Background: an optimization exercise with open tools, aiming at small area. Do not read the settings as production practice. Where RTL was checked, it was by simulation tests only, not by an equivalence proof against the original.

==> run A <==
## prog_loader
module prog_loader #(
    parameter int unsigned DEPTH = 64
) (
    input  logic        clk,
    input  logic        reset,
    input  logic [7:0]  rx_data,
    input  logic        rx_valid,
    input  logic [31:0] PC,
    output logic [31:0] Instruction,
    output logic        cpu_reset,
    output logic        loaded,
    output logic        load_error,
    output logic [7:0]  word_count
);
==> module instr_ram, before the edit <==
module instr_ram #(
    parameter int unsigned DEPTH = 64,
    parameter int unsigned AW    = $clog2(DEPTH)
) (
    input  logic          clk,
    input  logic          we,
    input  logic [AW-1:0] waddr,
    input  logic [31:0]   wdata,
    input  logic          oor,      
    input  logic [AW-1:0] raddr,
    output logic [31:0]   rdata
);
    logic [DEPTH-1:0][31:0]   mem;
    logic [DEPTH-1:0][31:0]   nxt;
    logic [DEPTH-1:0]         wsel, nwsel, nrsel;
    logic [DEPTH/2-1:0][31:0] grp;
    always_comb begin
        for (int i = 0; i < DEPTH; i++) begin
            wsel[i]  = we && (waddr == AW'(i));
            nwsel[i] = ~wsel[i];
            nrsel[i] = ~(!oor && (raddr == AW'(i)));
        end
    end
    for (genvar i = 0; i < DEPTH; i++) begin : g_word
        pl_wmux #(.W(32)) u_wmux (
            .q   (mem[i]),
            .d   (wdata),
            .we  (wsel[i]),
            .nwe (nwsel[i]),
            .y   (nxt[i])
        );
    end
    always_ff @(posedge clk) begin
        for (int i = 0; i < DEPTH; i++) begin
            mem[i] <= nxt[i];
        end
    end
    for (genvar g = 0; g < DEPTH / 2; g++) begin : g_rsel
        pl_rsel2 u_rsel (
            .a  (mem[2*g]),
            .b  (mem[2*g+1]),
            .na (nrsel[2*g]),
            .nb (nrsel[2*g+1]),
            .y  (grp[g])
        );
    end
    always_comb begin
        logic [31:0] any;
        any = '0;
        for (int g = 0; g < DEPTH / 2; g++) begin
            any = any | grp[g];
        end
        rdata = ~(any | ({32{oor}} & ~prog_loader_pkg::NOP_INSTR));
    end
endmodule
==> module pl_wmux, before the edit <==
module pl_wmux #(
    parameter int unsigned W = 32
) (
    input  logic [W-1:0] q,
    input  logic [W-1:0] d,
    input  logic         we,
    input  logic         nwe,
    output logic [W-1:0] y
);
    assign y = (q & {W{nwe}}) | (d & {W{we}});
endmodule
==> module pl_rsel2, before the edit <==
module pl_rsel2 (
    input  logic [31:0] a,
    input  logic [31:0] b,
    input  logic        na,
    input  logic        nb,
    output logic [31:0] y
);
    assign y = ~((a | {32{na}}) & (b | {32{nb}}));
endmodule
==> module prog_loader, before the edit <==
module prog_loader #(
    parameter int unsigned DEPTH = 64
) (
    input  logic        clk,
    input  logic        reset,
    input  logic [7:0]  rx_data,
    input  logic        rx_valid,
    input  logic [31:0] PC,
    output logic [31:0] Instruction,
    output logic        cpu_reset,
    output logic        loaded,
    output logic        load_error,
    output logic [7:0]  word_count
);
    localparam int unsigned AW = $clog2(DEPTH);
    prog_loader_pkg::loader_state_t state, next_state;
    logic [AW-1:0] n_words;
    logic [1:0]    byte_idx;
    logic [23:0]   pack;
    logic [23:0]   pack_nxt;
    logic [7:0]    csum;
    logic [AW:0]   wcnt;
    logic [AW:0]   wcnt_inc;
    logic          in_len, in_data;
    logic          word_done;
    logic          last_word;
    assign in_len    = rx_valid && (state == LEN);
    assign in_data   = rx_valid && (state == DATA);
    assign wcnt_inc  = wcnt + 1'b1;
    assign word_done = in_data && (byte_idx == 2'd3);
    assign last_word = (wcnt_inc[AW-1:0] == n_words);
    always_ff @(posedge clk or negedge reset) begin
        if (!reset) begin
            state <= IDLE;
        end else begin
            state <= next_state;
        end
    end
    always_comb begin
        next_state = state;
        if (rx_valid) begin
            case (state)
                IDLE: begin
                    if (rx_data == SYNC_BYTE) next_state = LEN;
                end
                LEN: begin
                    next_state = ((rx_data != 8'd0) && ({1'b0, rx_data} <= 9'(DEPTH))) ? DATA : ERR;
                end
                DATA: begin
                    if ((byte_idx == 2'd3) && last_word) begin
                        next_state = CSUM;
                    end
                end
                CSUM: begin
                    next_state = (rx_data == csum) ? DONE : ERR;
                end
                DONE, ERR: begin
                    if (rx_data == SYNC_BYTE) next_state = LEN;
                end
                default: next_state = IDLE;
            endcase
        end
    end
    always_ff @(posedge clk or negedge reset) begin
        if (!reset) begin
            wcnt <= '0;
        end else if (in_len) begin
            wcnt <= '0;
        end else if (word_done) begin
            wcnt <= wcnt_inc;
        end
    end
    always_ff @(posedge clk) begin
        if (in_len) begin
            n_words  <= rx_data[AW-1:0];
            byte_idx <= '0;
            csum     <= '0;
        end else if (in_data) begin
            byte_idx <= byte_idx + 2'd1;
            csum     <= csum + rx_data;
        end
    end
    pl_wmux #(.W(24)) u_pack_mux (
        .q   (pack),
        .d   ({rx_data, pack[23:8]}),
        .we  (rx_valid),
        .nwe (~rx_valid),
        .y   (pack_nxt)
    );
    always_ff @(posedge clk) begin
        pack <= pack_nxt;
    end
    instr_ram #(
        .DEPTH (DEPTH),
        .AW    (AW)
    ) u_ram (
        .clk   (clk),
        .we    (word_done),
        .waddr (wcnt[AW-1:0]),
        .wdata ({rx_data, pack}),
        .oor   (PC[31:AW+2] != '0),
        .raddr (PC[AW+1:2]),
        .rdata (Instruction)
    );
    assign word_count = {{(7-AW){1'b0}}, wcnt};
    assign cpu_reset  = (state != DONE);
    assign loaded     = (state == DONE);
    assign load_error = (state == ERR);
endmodule
clock: 7.5 ns
lec_check: 0
cap_margin: 20
core_margin: 2
core_utilization: 60
cts_buf_list: sky130_fd_sc_hd__clkbuf_4 sky130_fd_sc_hd__clkbuf_8
place_density: 0.75
slew_margin: 20
synth_hierarchical: 1
run.sh (not shown) runs the stock make flow with config.mk's settings and CLKGATE_MAP_FILE= SYNTH_SCRIPT=/design/flow/synth_recipe.tcl, a recipe that flattens the netlist after the stock synthesis.
==> run Y (differences from run A) <==
--- a/flow/design.v
+++ b/flow/design.v
@@ -50,7 +50,7 @@
         for (int i = 0; i < DEPTH; i++) begin
             wsel[i]  = we && (waddr == AW'(i));
             nwsel[i] = ~wsel[i];
-            nrsel[i] = ~(!oor && (raddr == AW'(i)));
+            nrsel[i] = ~(raddr == AW'(i));
         end
     end
     for (genvar i = 0; i < DEPTH; i++) begin : g_word
@@ -82,7 +82,7 @@
         for (int g = 0; g < DEPTH / 2; g++) begin
             any = any | grp[g];
         end
-        rdata = ~(any | ({32{oor}} & ~prog_loader_pkg::NOP_INSTR));
+        rdata = oor ? prog_loader_pkg::NOP_INSTR : ~any;
     end
 endmodule
 import prog_loader_pkg::*;
--- a/flow/config.mk
+++ b/flow/config.mk
@@ -8,7 +8,9 @@
 export CAP_MARGIN = 20
 export CORE_MARGIN = 2
 export CORE_UTILIZATION = 60
-export CTS_BUF_LIST = sky130_fd_sc_hd__clkbuf_4 sky130_fd_sc_hd__clkbuf_8
+export CTS_BUF_LIST = sky130_fd_sc_hd__clkbuf_16
+export CTS_CLUSTER_DIAMETER = 100
+export CTS_CLUSTER_SIZE = 28
 export PLACE_DENSITY = 0.75
 export SLEW_MARGIN = 20
 export SYNTH_HIERARCHICAL = 1
==> run B (differences from run A) <==
==> flow/design.v (replaced) <==
package prog_loader_pkg;
    typedef enum logic [2:0] {
        IDLE = 3'd0,
        LEN  = 3'd1,
        DATA = 3'd2,
        CSUM = 3'd3,
        DONE = 3'd4,
        ERR  = 3'd5
    } loader_state_t;
    localparam logic [7:0]  SYNC_BYTE = 8'hA5;
    localparam logic [31:0] NOP_INSTR = 32'hE1A00000;
endpackage
module instr_ram #(
    parameter int unsigned DEPTH = 64,
    parameter int unsigned AW    = $clog2(DEPTH)
) (
    input  logic          clk,
    input  logic          we,
    input  logic [AW-1:0] waddr,
    input  logic [31:0]   wdata,
    input  logic [AW-1:0] raddr,
    output logic [31:0]   rdata
);
    logic [31:0] mem [DEPTH];
    always_ff @(posedge clk) begin
        if (we) begin
            mem[waddr] <= wdata;
        end
    end
    assign rdata = mem[raddr];
endmodule
import prog_loader_pkg::*;
module prog_loader #(
    parameter int unsigned DEPTH = 64
) (
    input  logic        clk,
    input  logic        reset,
    input  logic [7:0]  rx_data,
    input  logic        rx_valid,
    input  logic [31:0] PC,
    output logic [31:0] Instruction,
    output logic        cpu_reset,
    output logic        loaded,
    output logic        load_error,
    output logic [7:0]  word_count
);
    localparam int unsigned AW = $clog2(DEPTH);
    prog_loader_pkg::loader_state_t state, next_state;
    logic [7:0]  n_words;
    logic [1:0]  byte_idx;
    logic [23:0] pack;
    logic [7:0]  csum;
    logic        word_done;
    logic        last_word;
    logic [31:0] ram_rdata;
    logic        pc_unused;
    assign word_done = (state == DATA) && rx_valid && (byte_idx == 2'd3);
    assign last_word = (({1'b0, word_count} + 9'd1) == {1'b0, n_words});
    always_ff @(posedge clk or negedge reset) begin
        if (!reset) begin
            state <= IDLE;
        end else begin
            state <= next_state;
        end
    end
    always_comb begin
        next_state = state;
        if (rx_valid) begin
            case (state)
                IDLE: begin
                    if (rx_data == SYNC_BYTE) next_state = LEN;
                end
                LEN: begin
                    next_state = ((rx_data != 8'd0) && ({1'b0, rx_data} <= 9'(DEPTH))) ? DATA : ERR;
                end
                DATA: begin
                    if (word_done && last_word) begin
                        next_state = CSUM;
                    end
                end
                CSUM: begin
                    next_state = (rx_data == csum) ? DONE : ERR;
                end
                DONE, ERR: begin
                    if (rx_data == SYNC_BYTE) next_state = LEN;
                end
                default: next_state = IDLE;
            endcase
        end
    end
    always_ff @(posedge clk or negedge reset) begin
        if (!reset) begin
            n_words    <= '0;
            byte_idx   <= '0;
            pack       <= '0;
            word_count <= '0;
            load_error <= 1'b0;
            csum       <= '0;
        end else begin
            if (rx_valid) begin
                case (state)
                    LEN: begin
                        n_words    <= rx_data;
                        word_count <= '0;
                        byte_idx   <= '0;
                        csum       <= '0;
                    end
                    DATA: begin
                        byte_idx <= byte_idx + 2'd1;
                        pack     <= {rx_data, pack[23:8]};
                        csum     <= csum + rx_data;
                        if (byte_idx == 2'd3) begin
                            word_count <= word_count + 8'd1;
                        end
                    end
                    default: ;
                endcase
            end
            if (state != LEN && next_state == LEN) begin
                load_error <= 1'b0;
            end else if (state != ERR && next_state == ERR) begin
                load_error <= 1'b1;
            end
        end
    end
    instr_ram #(
        .DEPTH (DEPTH),
        .AW    (AW)
    ) u_ram (
        .clk   (clk),
        .we    (word_done),
        .waddr (word_count[AW-1:0]),
        .wdata ({rx_data, pack}),
        .raddr (PC[AW+1:2]),
        .rdata (ram_rdata)
    );
    assign pc_unused   = ^PC[1:0];
    assign Instruction = (PC[31:AW+2] != '0) ? NOP_INSTR : ram_rdata;
    assign cpu_reset   = (state != DONE);
    assign loaded      = (state == DONE);
endmodule
==> flow/config.mk (replaced) <==
export PLATFORM = sky130hd
export DESIGN_NAME = prog_loader
export DESIGN_NICKNAME = prog_loader
export VERILOG_FILES = /design/flow/design.v
export SDC_FILE = /design/flow/constraint.sdc
export NUM_CORES = 4
export LEC_CHECK = 0
export CAP_MARGIN = 20
export CORE_MARGIN = 2
export CORE_UTILIZATION = 40
export SLEW_MARGIN = 20
==> impl_metrics.env <==
export IMPL_status="timing/DRC/antenna clean"
export IMPL_rr_worst_depth=6
export IMPL_cellPowerDensity_mw_per_mm2=265
export IMPL_path_common_cell="clkdlybuf4s50_1"
export IMPL_top_layer="met4"
export IMPL_synth_top_family_by_area="multiplexers"
export IMPL_peakVddDrop_uv=232
export IMPL_taps=2672
export IMPL_slowest_delay_ps=790
(the above is from run B)
==> impl_metrics.env <==
export IMPL_top_layer="met5"
export IMPL_rr_worst_depth=9
export IMPL_taps=1662
export IMPL_cellPowerDensity_mw_per_mm2=225
export IMPL_synth_top_family_by_area="compound AO/OA/AOI/OAI gates"
export IMPL_so_violations="setup timing"
export IMPL_slowest_delay_ps=1040
export IMPL_peakVddDrop_uv=189
export IMPL_setup_violations=1
export IMPL_layout_setup_ws_ps=-47.7
export IMPL_status="complete, but fails checks"
(the above is from run Y)
==> impl_metrics.env <==
export IMPL_cellPowerDensity_mw_per_mm2=262
export IMPL_hold_depth=2
export IMPL_rr_worst_depth=7
export IMPL_top_layer="met5"
export IMPL_taps=1742
export IMPL_status="timing/DRC/antenna clean"
export IMPL_path_common_cell="buf_4"
export IMPL_ys_seq_elements=2098
(the above is from run A)
The RTL of run B was laid out without a check of its function.

separate check: timing with driven ports:
In the flow no input, the clock included, has a driving cell. The finished layouts below were timed again as built, in two steps.
Step 1 (the two cells are an assumption about what drives the block):
set clk [get_ports {clk}]
set_driving_cell -lib_cell sky130_fd_sc_hd__clkbuf_16 $clk
set_driving_cell -lib_cell sky130_fd_sc_hd__buf_2 [delete_from_list [all_inputs] $clk]
Step 2, shift: input delay + t, output delay - t, t = (earliest + latest rising clock arrival at the registers) / 2. This alone moves slack from input paths to output paths.
Slacks: no drivers / after step 1 / after step 2; pairs: no drivers / after step 1.
| run | shift t [ns] | slack for setup (ns) | hold WS [ns] | clock arrival spread, ns | slew at the worst register clock pin (ns) |
|---|---|---|---|---|---|
| run A | 1.099 | 0.153 / 0.112 / 0.112 | 0.457 / 0.457 / 0.457 | 0.059 / 0.059 | 0.08 / 0.08 |
| run Y | 0.790 | -0.048 / -0.104 / -0.104 | 0.464 / 0.464 / 0.464 | 0.033 / 0.033 | 0.12 / 0.12 |
| run B | 0.927 | 0.411 / 0.390 / 0.390 | 0.511 / 0.511 / 0.511 | 0.046 / 0.046 | 0.07 / 0.07 |
The setup slack of run Y, which loses most, moves by -0.056 ns with the drivers and by -0.056 ns with both steps.
